This design comes from an exercise in tuning for small area and a short achievable clock period on the open sky130 flow, not from production work.
RTL that was checked went through simulation tests only; none was proved equivalent to the original.
Power figures rest on the tool's default switching activity, not on a simulated workload.

==> module inst_rom_resp, before the edit <==
module inst_rom_resp #(
  parameter int          DEPTH     = 64,
  parameter logic [31:0] NOP_INSTR = 32'h0000_0013
) (
  input  logic        clk_i_ROM,
  input  logic        reset_i_ROM,
  input  logic        chip_enable_i_ROM,
  input  logic [31:0] pc_addr_i_ROM,
  input  logic        load_en_i_ROM,
  input  logic [31:0] load_addr_i_ROM,
  input  logic [31:0] load_data_i_ROM,
  output logic [31:0] inst_o_ROM,
  output logic        inst_valid_o_ROM,
  output logic        addr_fault_o_ROM,
  output logic        load_err_o_ROM,
  output logic [15:0] fetch_cnt_o_ROM,
  output logic [1:0]  state_o_ROM
);
  localparam int AW = (DEPTH > 1) ? $clog2(DEPTH) : 1;
  logic [1:0]             state;
  logic [DEPTH-1:0][31:0] mem;
  logic en;
  logic pc_in_range, ld_in_range;
  logic active, fetch_ok, fetch_oob, fetch_nop, load_ok, load_bad;
  assign en = chip_enable_i_ROM;
  assign pc_in_range = ~|pc_addr_i_ROM[31:AW];
  assign ld_in_range = ~|load_addr_i_ROM[31:AW];
  assign active    = ~state[1];
  assign fetch_ok  = en & active & pc_in_range;
  assign fetch_oob = en & active & ~pc_in_range;
  assign fetch_nop = en & (state == 2'd2);
  assign load_ok  = load_en_i_ROM & (state == 2'd0) & ~en & ld_in_range;
  assign load_bad = load_en_i_ROM & ~load_ok;
  logic          wr_pend;
  logic [AW-1:0] wr_addr;
  logic [31:0]   wr_data;
  logic [7:0]    wr_hi, wr_lo;
  always_ff @(posedge clk_i_ROM) begin
    wr_pend <= reset_i_ROM & load_ok;
    wr_addr <= load_addr_i_ROM[AW-1:0];
    wr_data <= load_data_i_ROM;
    for (int i = 0; i < 8; i++) begin
      wr_hi[i] <= reset_i_ROM & load_ok & (load_addr_i_ROM[5:3] == 3'(i));
      wr_lo[i] <= (load_addr_i_ROM[2:0] == 3'(i));
    end
  end
  logic [DEPTH-1:0] we, hold;
  always_comb begin
    for (int i = 0; i < DEPTH; i++) begin
      we[i]   = wr_hi[i/8] & wr_lo[i%8];
      hold[i] = ~(wr_hi[i/8] & wr_lo[i%8]);
    end
  end
  logic wr_hit;
  assign wr_hit = wr_pend & (pc_addr_i_ROM[AW-1:0] == wr_addr);
  logic [7:0] rhi_n, rlo_n;
  always_comb begin
    for (int i = 0; i < 8; i++) begin
      rhi_n[i] = ~(pc_addr_i_ROM[5:3] == 3'(i));
      rlo_n[i] = ~(pc_addr_i_ROM[2:0] == 3'(i));
    end
  end
  logic [63:0] rhalf;    
  for (genvar g = 0; g < 4; g++) begin : g_rgrp
    logic [8*DEPTH-1:0] cols;
    for (genvar i = 0; i < DEPTH; i++) begin : g_w
      assign cols[8*i+:8] = mem[i][8*g+:8];
    end
    inst_rom_rdgrp u_grp (.hi_n_i(rhi_n), .lo_n_i(rlo_n), .d_i(cols), .y_o(rhalf[16*g+:16]));
  end
  logic        rd_take;
  logic [31:0] inst_other, inst_nxt;
  assign rd_take = reset_i_ROM & fetch_ok & ~wr_hit;
  always_comb begin
    if (!reset_i_ROM)                inst_other = '0;
    else if (fetch_ok)               inst_other = wr_hit ? wr_data : '0;
    else if (fetch_oob || fetch_nop) inst_other = NOP_INSTR;
    else                             inst_other = inst_o_ROM;
  end
  for (genvar b = 0; b < 32; b++) begin : g_onxt
    inst_rom_ao221 u (.a_i(rd_take), .h0_i(rhalf[2*b]), .h1_i(rhalf[2*b+1]), .c_i(inst_other[b]), .y_o(inst_nxt[b]));
  end
  always_ff @(posedge clk_i_ROM) begin
    inst_o_ROM <= inst_nxt;
    if (!reset_i_ROM) begin
      state            <= 2'd0;
      inst_valid_o_ROM <= 1'b0;
      addr_fault_o_ROM <= 1'b0;
      load_err_o_ROM   <= 1'b0;
      fetch_cnt_o_ROM  <= '0;
    end else begin
      case (state)
        2'd0:    state <= en ? 2'd1 : 2'd0;
        2'd1:    state <= !en ? 2'd0 : (pc_in_range ? 2'd1 : 2'd2);
        2'd2:    state <= en ? 2'd2 : 2'd0;
        default: state <= 2'd0;
      endcase
      inst_valid_o_ROM <= en & (state != 2'd3);
      addr_fault_o_ROM <= fetch_oob;
      load_err_o_ROM   <= load_bad;
      if (fetch_ok && fetch_cnt_o_ROM != 16'hFFFF)
        fetch_cnt_o_ROM <= fetch_cnt_o_ROM + 16'd1;
    end
  end
  inst_rom_array #(.DEPTH(DEPTH)) u_array (
    .clk_i  (clk_i_ROM),
    .we_i   (we),
    .hold_i (hold),
    .d_i    (wr_data),
    .mem_o  (mem)
  );
  assign state_o_ROM = state;
endmodule
==> module inst_rom_rdgrp, before the edit <==
module inst_rom_rdgrp (
  input  logic [7:0]       hi_n_i,
  input  logic [7:0]       lo_n_i,
  input  logic [511:0]     d_i,    
  output logic [15:0]      y_o     
);
  logic [63:0] sel;
  for (genvar w = 0; w < 64; w++) begin : g_sel
    inst_rom_nor2 u (.a_i(hi_n_i[w/8]), .b_i(lo_n_i[w%8]), .y_o(sel[w]));
  end
  for (genvar b = 0; b < 8; b++) begin : g_col
    logic [63:0] col;
    for (genvar w = 0; w < 64; w++) begin : g_w
      assign col[w] = d_i[8*w+b];
    end
    inst_rom_rdcol u_col (.sel_i(sel), .d_i(col), .y_o(y_o[2*b+:2]));
  end
endmodule
==> module inst_rom_rdcol, before the edit <==
module inst_rom_rdcol (
  input  logic [63:0] sel_i,
  input  logic [63:0] d_i,
  output logic [1:0]  y_o
);
  logic [7:0]  l2;
  logic [3:0]  l3_n;
  for (genvar i = 0; i < 8; i++) begin : g_l2
    inst_rom_rd8 u (.sel_i(sel_i[8*i+:8]), .d_i(d_i[8*i+:8]), .y_o(l2[i]));
  end
  for (genvar i = 0; i < 4; i++) begin : g_l3
    inst_rom_nor2 u (.a_i(l2[2*i]), .b_i(l2[2*i+1]), .y_o(l3_n[i]));
  end
  for (genvar i = 0; i < 2; i++) begin : g_l4
    inst_rom_nand2 u (.a_i(l3_n[2*i]), .b_i(l3_n[2*i+1]), .y_o(y_o[i]));
  end
endmodule
==> module inst_rom_ao221, before the edit <==
module inst_rom_ao221 (
  input  logic a_i, h0_i, h1_i, c_i,
  output logic y_o
);
  assign y_o = (a_i & h0_i) | (a_i & h1_i) | c_i;
endmodule
Settings: LEC_CHECK=0, CAP_MARGIN=20, CORE_MARGIN=2, CORE_UTILIZATION=40, CTS_CLUSTER_DIAMETER=100, CTS_CLUSTER_SIZE=30, SETUP_SLACK_MARGIN=1.1, SLEW_MARGIN=20, SYNTH_HIERARCHICAL=1, SYNTH_MINIMUM_KEEP_SIZE=0; clock period 3.3 ns.
standard.sh (not shown) runs the stock make flow with config.mk's settings and CLKGATE_MAP_FILE= SYNTH_SCRIPT=/design/flow/synth_recipe.tcl, a recipe that flattens the netlist after the stock synthesis.
==> flow/flow/run.sh <==
#!/bin/bash
# The standard layout, with two changes: ports get buf_4 buffers instead of the
# smallest (slow delay) buffer, and timing repair may swap a cell for one of
# another footprint. Each step's full output goes to a log file here.
set -euo pipefail
bash standard.sh synth > synth.log 2>&1
bash standard.sh finish MATCH_CELL_FOOTPRINT=0 \
  "BUFFER_PORTS_ARGS=-buffer_cell sky130_fd_sc_hd__buf_4" > layout.log 2>&1
Edit:
--- a/flow/design.v
+++ b/flow/design.v
@@ -58,34 +58,22 @@
     for (int i = 0; i < 8; i++) begin
       rhi_n[i] = ~(pc_addr_i_ROM[5:3] == 3'(i));
       rlo_n[i] = ~(pc_addr_i_ROM[2:0] == 3'(i));
     end
   end
-  logic [63:0] rhalf;    
+  logic [31:0] rword_n;
   for (genvar g = 0; g < 4; g++) begin : g_rgrp
     logic [8*DEPTH-1:0] cols;
     for (genvar i = 0; i < DEPTH; i++) begin : g_w
       assign cols[8*i+:8] = mem[i][8*g+:8];
     end
-    inst_rom_rdgrp u_grp (.hi_n_i(rhi_n), .lo_n_i(rlo_n), .d_i(cols), .y_o(rhalf[16*g+:16]));
-  end
-  logic        rd_take;
-  logic [31:0] inst_other, inst_nxt;
-  assign rd_take = reset_i_ROM & fetch_ok & ~wr_hit;
-  always_comb begin
-    if (!reset_i_ROM)                inst_other = '0;
-    else if (fetch_ok)               inst_other = wr_hit ? wr_data : '0;
-    else if (fetch_oob || fetch_nop) inst_other = NOP_INSTR;
-    else                             inst_other = inst_o_ROM;
-  end
-  for (genvar b = 0; b < 32; b++) begin : g_onxt
-    inst_rom_ao221 u (.a_i(rd_take), .h0_i(rhalf[2*b]), .h1_i(rhalf[2*b+1]), .c_i(inst_other[b]), .y_o(inst_nxt[b]));
+    inst_rom_rdgrp u_grp (.hi_n_i(rhi_n), .lo_n_i(rlo_n), .d_i(cols), .y_n_o(rword_n[8*g+:8]));
   end
   always_ff @(posedge clk_i_ROM) begin
-    inst_o_ROM <= inst_nxt;
     if (!reset_i_ROM) begin
       state            <= 2'd0;
+      inst_o_ROM       <= '0;
       inst_valid_o_ROM <= 1'b0;
       addr_fault_o_ROM <= 1'b0;
       load_err_o_ROM   <= 1'b0;
       fetch_cnt_o_ROM  <= '0;
     end else begin
@@ -96,10 +84,12 @@
         default: state <= 2'd0;
       endcase
       inst_valid_o_ROM <= en & (state != 2'd3);
       addr_fault_o_ROM <= fetch_oob;
       load_err_o_ROM   <= load_bad;
+      if (fetch_ok)                    inst_o_ROM <= wr_hit ? wr_data : ~rword_n;
+      else if (fetch_oob || fetch_nop) inst_o_ROM <= NOP_INSTR;
       if (fetch_ok && fetch_cnt_o_ROM != 16'hFFFF)
         fetch_cnt_o_ROM <= fetch_cnt_o_ROM + 16'd1;
     end
   end
   inst_rom_array #(.DEPTH(DEPTH)) u_array (
@@ -144,40 +134,42 @@
 endmodule
 module inst_rom_rdgrp (
   input  logic [7:0]       hi_n_i,
   input  logic [7:0]       lo_n_i,
   input  logic [511:0]     d_i,    
-  output logic [15:0]      y_o     
+  output logic [7:0]       y_n_o
 );
   logic [63:0] sel;
   for (genvar w = 0; w < 64; w++) begin : g_sel
     inst_rom_nor2 u (.a_i(hi_n_i[w/8]), .b_i(lo_n_i[w%8]), .y_o(sel[w]));
   end
   for (genvar b = 0; b < 8; b++) begin : g_col
     logic [63:0] col;
     for (genvar w = 0; w < 64; w++) begin : g_w
       assign col[w] = d_i[8*w+b];
     end
-    inst_rom_rdcol u_col (.sel_i(sel), .d_i(col), .y_o(y_o[2*b+:2]));
+    inst_rom_rdcol u_col (.sel_i(sel), .d_i(col), .y_n_o(y_n_o[b]));
   end
 endmodule
 module inst_rom_rdcol (
   input  logic [63:0] sel_i,
   input  logic [63:0] d_i,
-  output logic [1:0]  y_o
+  output logic        y_n_o
 );
   logic [7:0]  l2;
   logic [3:0]  l3_n;
+  logic [1:0]  l4;
   for (genvar i = 0; i < 8; i++) begin : g_l2
     inst_rom_rd8 u (.sel_i(sel_i[8*i+:8]), .d_i(d_i[8*i+:8]), .y_o(l2[i]));
   end
   for (genvar i = 0; i < 4; i++) begin : g_l3
     inst_rom_nor2 u (.a_i(l2[2*i]), .b_i(l2[2*i+1]), .y_o(l3_n[i]));
   end
   for (genvar i = 0; i < 2; i++) begin : g_l4
-    inst_rom_nand2 u (.a_i(l3_n[2*i]), .b_i(l3_n[2*i+1]), .y_o(y_o[i]));
+    inst_rom_nand2 u (.a_i(l3_n[2*i]), .b_i(l3_n[2*i+1]), .y_o(l4[i]));
   end
+  inst_rom_nor2 u_l5 (.a_i(l4[0]), .b_i(l4[1]), .y_o(y_n_o));
 endmodule
 module inst_rom_rd8 (
   input  logic [7:0] sel_i,
   input  logic [7:0] d_i,
   output logic       y_o
@@ -198,11 +190,5 @@
   input  logic a_i, b_i,
   output logic y_o
 );
   assign y_o = ~(a_i & b_i);
 endmodule
-module inst_rom_ao221 (
-  input  logic a_i, h0_i, h1_i, c_i,
-  output logic y_o
-);
-  assign y_o = (a_i & h0_i) | (a_i & h1_i) | c_i;
-endmodule
=> The new run went through all stages and came out clean; via count went up by about 1.4%; clock power barely changes; cell count went up by 1.3%; non-clock buffer count went up by 103; final area went up by 2.4%; core utilization went up by 1.1 points; clock skew went down by 5.3 ps; global-route usage went up by 0.84 points; area after synthesis barely changes; setup slack loses 71 ps; total power went down by 0.33%; fmax went down by 3.0%; synthesized cell count went up by about 0.5%; first-iteration DRC count went up by 4.3%.
Only the layout flow was run in the second run of this note; the RTL was not checked for function there.


== 10-27 ==
inst_rom_resp with an RTL version that a note above also has.
Size: about 6400 cells after synthesis, roughly 150 I/O pins, ~75000 µm² of cells after synthesis.
==> module inst_rom_resp, before the edit <==
module inst_rom_resp #(
  parameter int          DEPTH     = 64,
  parameter logic [31:0] NOP_INSTR = 32'h0000_0013
) (
  input  logic        clk_i_ROM,
  input  logic        reset_i_ROM,
  input  logic        chip_enable_i_ROM,
  input  logic [31:0] pc_addr_i_ROM,
  input  logic        load_en_i_ROM,
  input  logic [31:0] load_addr_i_ROM,
  input  logic [31:0] load_data_i_ROM,
  output logic [31:0] inst_o_ROM,
  output logic        inst_valid_o_ROM,
  output logic        addr_fault_o_ROM,
  output logic        load_err_o_ROM,
  output logic [15:0] fetch_cnt_o_ROM,
  output logic [1:0]  state_o_ROM
);
  localparam int AW = (DEPTH > 1) ? $clog2(DEPTH) : 1;
  logic [1:0]             state;
  logic [DEPTH-1:0][31:0] mem;
  logic en;
  logic pc_in_range, ld_in_range;
  logic active, fetch_ok, fetch_oob, fetch_nop, load_ok, load_bad;
  assign en = chip_enable_i_ROM;
  assign pc_in_range = ~|pc_addr_i_ROM[31:AW];
  assign ld_in_range = ~|load_addr_i_ROM[31:AW];
  assign active    = ~state[1];
  assign fetch_ok  = en & active & pc_in_range;
  assign fetch_oob = en & active & ~pc_in_range;
  assign fetch_nop = en & (state == 2'd2);
  assign load_ok  = load_en_i_ROM & (state == 2'd0) & ~en & ld_in_range;
  assign load_bad = load_en_i_ROM & ~load_ok;
  logic          wr_pend;
  logic [AW-1:0] wr_addr;
  logic [31:0]   wr_data;
  logic [7:0]    wr_hi, wr_lo;
  always_ff @(posedge clk_i_ROM) begin
    wr_pend <= reset_i_ROM & load_ok;
    wr_addr <= load_addr_i_ROM[AW-1:0];
    wr_data <= load_data_i_ROM;
    for (int i = 0; i < 8; i++) begin
      wr_hi[i] <= reset_i_ROM & load_ok & (load_addr_i_ROM[5:3] == 3'(i));
      wr_lo[i] <= (load_addr_i_ROM[2:0] == 3'(i));
    end
  end
  logic [DEPTH-1:0] we, hold;
  always_comb begin
    for (int i = 0; i < DEPTH; i++) begin
      we[i]   = wr_hi[i/8] & wr_lo[i%8];
      hold[i] = ~(wr_hi[i/8] & wr_lo[i%8]);
    end
  end
  logic wr_hit;
  assign wr_hit = wr_pend & (pc_addr_i_ROM[AW-1:0] == wr_addr);
  logic [7:0] rhi_n, rlo_n;
  always_comb begin
    for (int i = 0; i < 8; i++) begin
      rhi_n[i] = ~(pc_addr_i_ROM[5:3] == 3'(i));
      rlo_n[i] = ~(pc_addr_i_ROM[2:0] == 3'(i));
    end
  end
  logic [31:0] rword_n;
  for (genvar g = 0; g < 4; g++) begin : g_rgrp
    logic [8*DEPTH-1:0] cols;
    for (genvar i = 0; i < DEPTH; i++) begin : g_w
      assign cols[8*i+:8] = mem[i][8*g+:8];
    end
    inst_rom_rdgrp u_grp (.hi_n_i(rhi_n), .lo_n_i(rlo_n), .d_i(cols), .y_n_o(rword_n[8*g+:8]));
  end
  always_ff @(posedge clk_i_ROM) begin
    if (!reset_i_ROM) begin
      state            <= 2'd0;
      inst_o_ROM       <= '0;
      inst_valid_o_ROM <= 1'b0;
      addr_fault_o_ROM <= 1'b0;
      load_err_o_ROM   <= 1'b0;
      fetch_cnt_o_ROM  <= '0;
    end else begin
      case (state)
        2'd0:    state <= en ? 2'd1 : 2'd0;
        2'd1:    state <= !en ? 2'd0 : (pc_in_range ? 2'd1 : 2'd2);
        2'd2:    state <= en ? 2'd2 : 2'd0;
        default: state <= 2'd0;
      endcase
      inst_valid_o_ROM <= en & (state != 2'd3);
      addr_fault_o_ROM <= fetch_oob;
      load_err_o_ROM   <= load_bad;
      if (fetch_ok)                    inst_o_ROM <= wr_hit ? wr_data : ~rword_n;
      else if (fetch_oob || fetch_nop) inst_o_ROM <= NOP_INSTR;
      if (fetch_ok && fetch_cnt_o_ROM != 16'hFFFF)
        fetch_cnt_o_ROM <= fetch_cnt_o_ROM + 16'd1;
    end
  end
  inst_rom_array #(.DEPTH(DEPTH)) u_array (
    .clk_i  (clk_i_ROM),
    .we_i   (we),
    .hold_i (hold),
    .d_i    (wr_data),
    .mem_o  (mem)
  );
  assign state_o_ROM = state;
endmodule
==> module inst_rom_rdgrp, before the edit <==
module inst_rom_rdgrp (
  input  logic [7:0]       hi_n_i,
  input  logic [7:0]       lo_n_i,
  input  logic [511:0]     d_i,    
  output logic [7:0]       y_n_o
);
  logic [63:0] sel;
  for (genvar w = 0; w < 64; w++) begin : g_sel
    inst_rom_nor2 u (.a_i(hi_n_i[w/8]), .b_i(lo_n_i[w%8]), .y_o(sel[w]));
  end
  for (genvar b = 0; b < 8; b++) begin : g_col
    logic [63:0] col;
    for (genvar w = 0; w < 64; w++) begin : g_w
      assign col[w] = d_i[8*w+b];
    end
    inst_rom_rdcol u_col (.sel_i(sel), .d_i(col), .y_n_o(y_n_o[b]));
  end
endmodule
clock: 3.3 ns
lec_check: 0
cap_margin: 20
core_margin: 2
core_utilization: 40
setup_slack_margin: 1.1
slew_margin: 20
synth_hierarchical: 1
synth_minimum_keep_size: 0
Scripts as last shown in full above: flow/flow/run.sh
### 10-27 -> 12-11
--- a/flow/design.v
+++ b/flow/design.v
@@ -35,37 +35,28 @@
   logic [AW-1:0] wr_addr;
   logic [31:0]   wr_data;
-  logic [7:0]    wr_hi, wr_lo;
   always_ff @(posedge clk_i_ROM) begin
     wr_pend <= reset_i_ROM & load_ok;
     wr_addr <= load_addr_i_ROM[AW-1:0];
     wr_data <= load_data_i_ROM;
-    for (int i = 0; i < 8; i++) begin
-      wr_hi[i] <= reset_i_ROM & load_ok & (load_addr_i_ROM[5:3] == 3'(i));
-      wr_lo[i] <= (load_addr_i_ROM[2:0] == 3'(i));
-    end
   end
-  logic [DEPTH-1:0] we, hold;
+  logic [DEPTH-1:0] we;
   always_comb begin
-    for (int i = 0; i < DEPTH; i++) begin
-      we[i]   = wr_hi[i/8] & wr_lo[i%8];
-      hold[i] = ~(wr_hi[i/8] & wr_lo[i%8]);
-    end
+    for (int i = 0; i < DEPTH; i++)
+      we[i] = wr_pend & (wr_addr == AW'(i));
   end
   logic wr_hit;
   assign wr_hit = wr_pend & (pc_addr_i_ROM[AW-1:0] == wr_addr);
-  logic [7:0] rhi_n, rlo_n;
+  logic [DEPTH-1:0] rsel;
   always_comb begin
-    for (int i = 0; i < 8; i++) begin
-      rhi_n[i] = ~(pc_addr_i_ROM[5:3] == 3'(i));
-      rlo_n[i] = ~(pc_addr_i_ROM[2:0] == 3'(i));
-    end
+    for (int i = 0; i < DEPTH; i++)
+      rsel[i] = (pc_addr_i_ROM[AW-1:0] == AW'(i));
   end
   logic [31:0] rword_n;
-  for (genvar g = 0; g < 4; g++) begin : g_rgrp
-    logic [8*DEPTH-1:0] cols;
+  for (genvar b = 0; b < 32; b++) begin : g_rcol
+    logic [DEPTH-1:0] col;
     for (genvar i = 0; i < DEPTH; i++) begin : g_w
-      assign cols[8*i+:8] = mem[i][8*g+:8];
+      assign col[i] = mem[i][b];
     end
-    inst_rom_rdgrp u_grp (.hi_n_i(rhi_n), .lo_n_i(rlo_n), .d_i(cols), .y_n_o(rword_n[8*g+:8]));
+    inst_rom_rdcol u_col (.sel_i(rsel), .d_i(col), .y_n_o(rword_n[b]));
   end
   always_ff @(posedge clk_i_ROM) begin
@@ -96,5 +87,5 @@
     .clk_i  (clk_i_ROM),
     .we_i   (we),
-    .hold_i (hold),
+    .hold_i (~we),
     .d_i    (wr_data),
     .mem_o  (mem)
@@ -132,22 +123,4 @@
   always_ff @(posedge clk_i)
     q_o <= (q_o | we_i) & (hold_i | d_i);
-endmodule
-module inst_rom_rdgrp (
-  input  logic [7:0]       hi_n_i,
-  input  logic [7:0]       lo_n_i,
-  input  logic [511:0]     d_i,    
-  output logic [7:0]       y_n_o
-);
-  logic [63:0] sel;
-  for (genvar w = 0; w < 64; w++) begin : g_sel
-    inst_rom_nor2 u (.a_i(hi_n_i[w/8]), .b_i(lo_n_i[w%8]), .y_o(sel[w]));
-  end
-  for (genvar b = 0; b < 8; b++) begin : g_col
-    logic [63:0] col;
-    for (genvar w = 0; w < 64; w++) begin : g_w
-      assign col[w] = d_i[8*w+b];
-    end
-    inst_rom_rdcol u_col (.sel_i(sel), .d_i(col), .y_n_o(y_n_o[b]));
-  end
 endmodule
 module inst_rom_rdcol (
On worst setup margin: between 10-27 and 12-11, it ends up higher for 12-11. In the metrics for 10-27 and 12-11, the one carrying the higher post-route cell area is 12-11. Total negative slack: 12-11 vs 10-27 identical. Relative to 10-27, post-synthesis average cell area has increased by about 1.4% in 12-11. [compare] base=10-27 new=12-11: share of total power in combinational logic now larger, number of multi-input combinational cells now smaller, worst-case vdd ir drop now larger, non-clock buffer count now larger. Fraction of standard cell area that is sequential (lower): 12-11. Delta(total of fill cells in the finished design, 12-11 - 10-27) < 0.
Function was not checked in any run of this note: the RTL went through the layout flow alone.

==> what the ideal ports hide <==
The flow's constraints put no driver on any port. The routed layouts listed below were extracted and timed again, unchanged, in two steps.
Step 1, drivers: a clkbuf_16 drives clk_i_ROM and a buf_2 each remaining input, both assumed.
Step 2 moves the port delays by t, midway between the first and last clock arrival at a register: inputs arrive t later, outputs are due t later. That takes back most of the time a late clock gives input paths.
a / b / c = ideal ports / drivers / drivers and shift; a / b = the first two.
run	t, ns	setup WS [ns]	hold WS [ns]	worst setup path at the end	clock arrival spread, ns	pins driven straight from the clock port
the first run of note 1	0.824	1.006 / 1.016 / 0.249	0.045 / -0.015 / 0.484	input to register	0.057 / 0.057	1
the second run of note 1	0.835	0.935 / 0.884 / 0.049	0.041 / -0.010 / 0.482	input to register	0.049 / 0.050	1
10-27	0.927	0.943 / 0.949 / 0.022	0.075 / 0.019 / 0.471	input to register	0.040 / 0.039	1
12-11	0.943	0.958 / 0.834 / -0.108	0.035 / -0.019 / 0.471	input to register	0.041 / 0.041	1
Met with ideal ports but missed after step 2: setup timing in 12-11. The setup slack of 12-11, which loses most, moves by -0.124 ns with the drivers and by -1.066 ns with both steps.
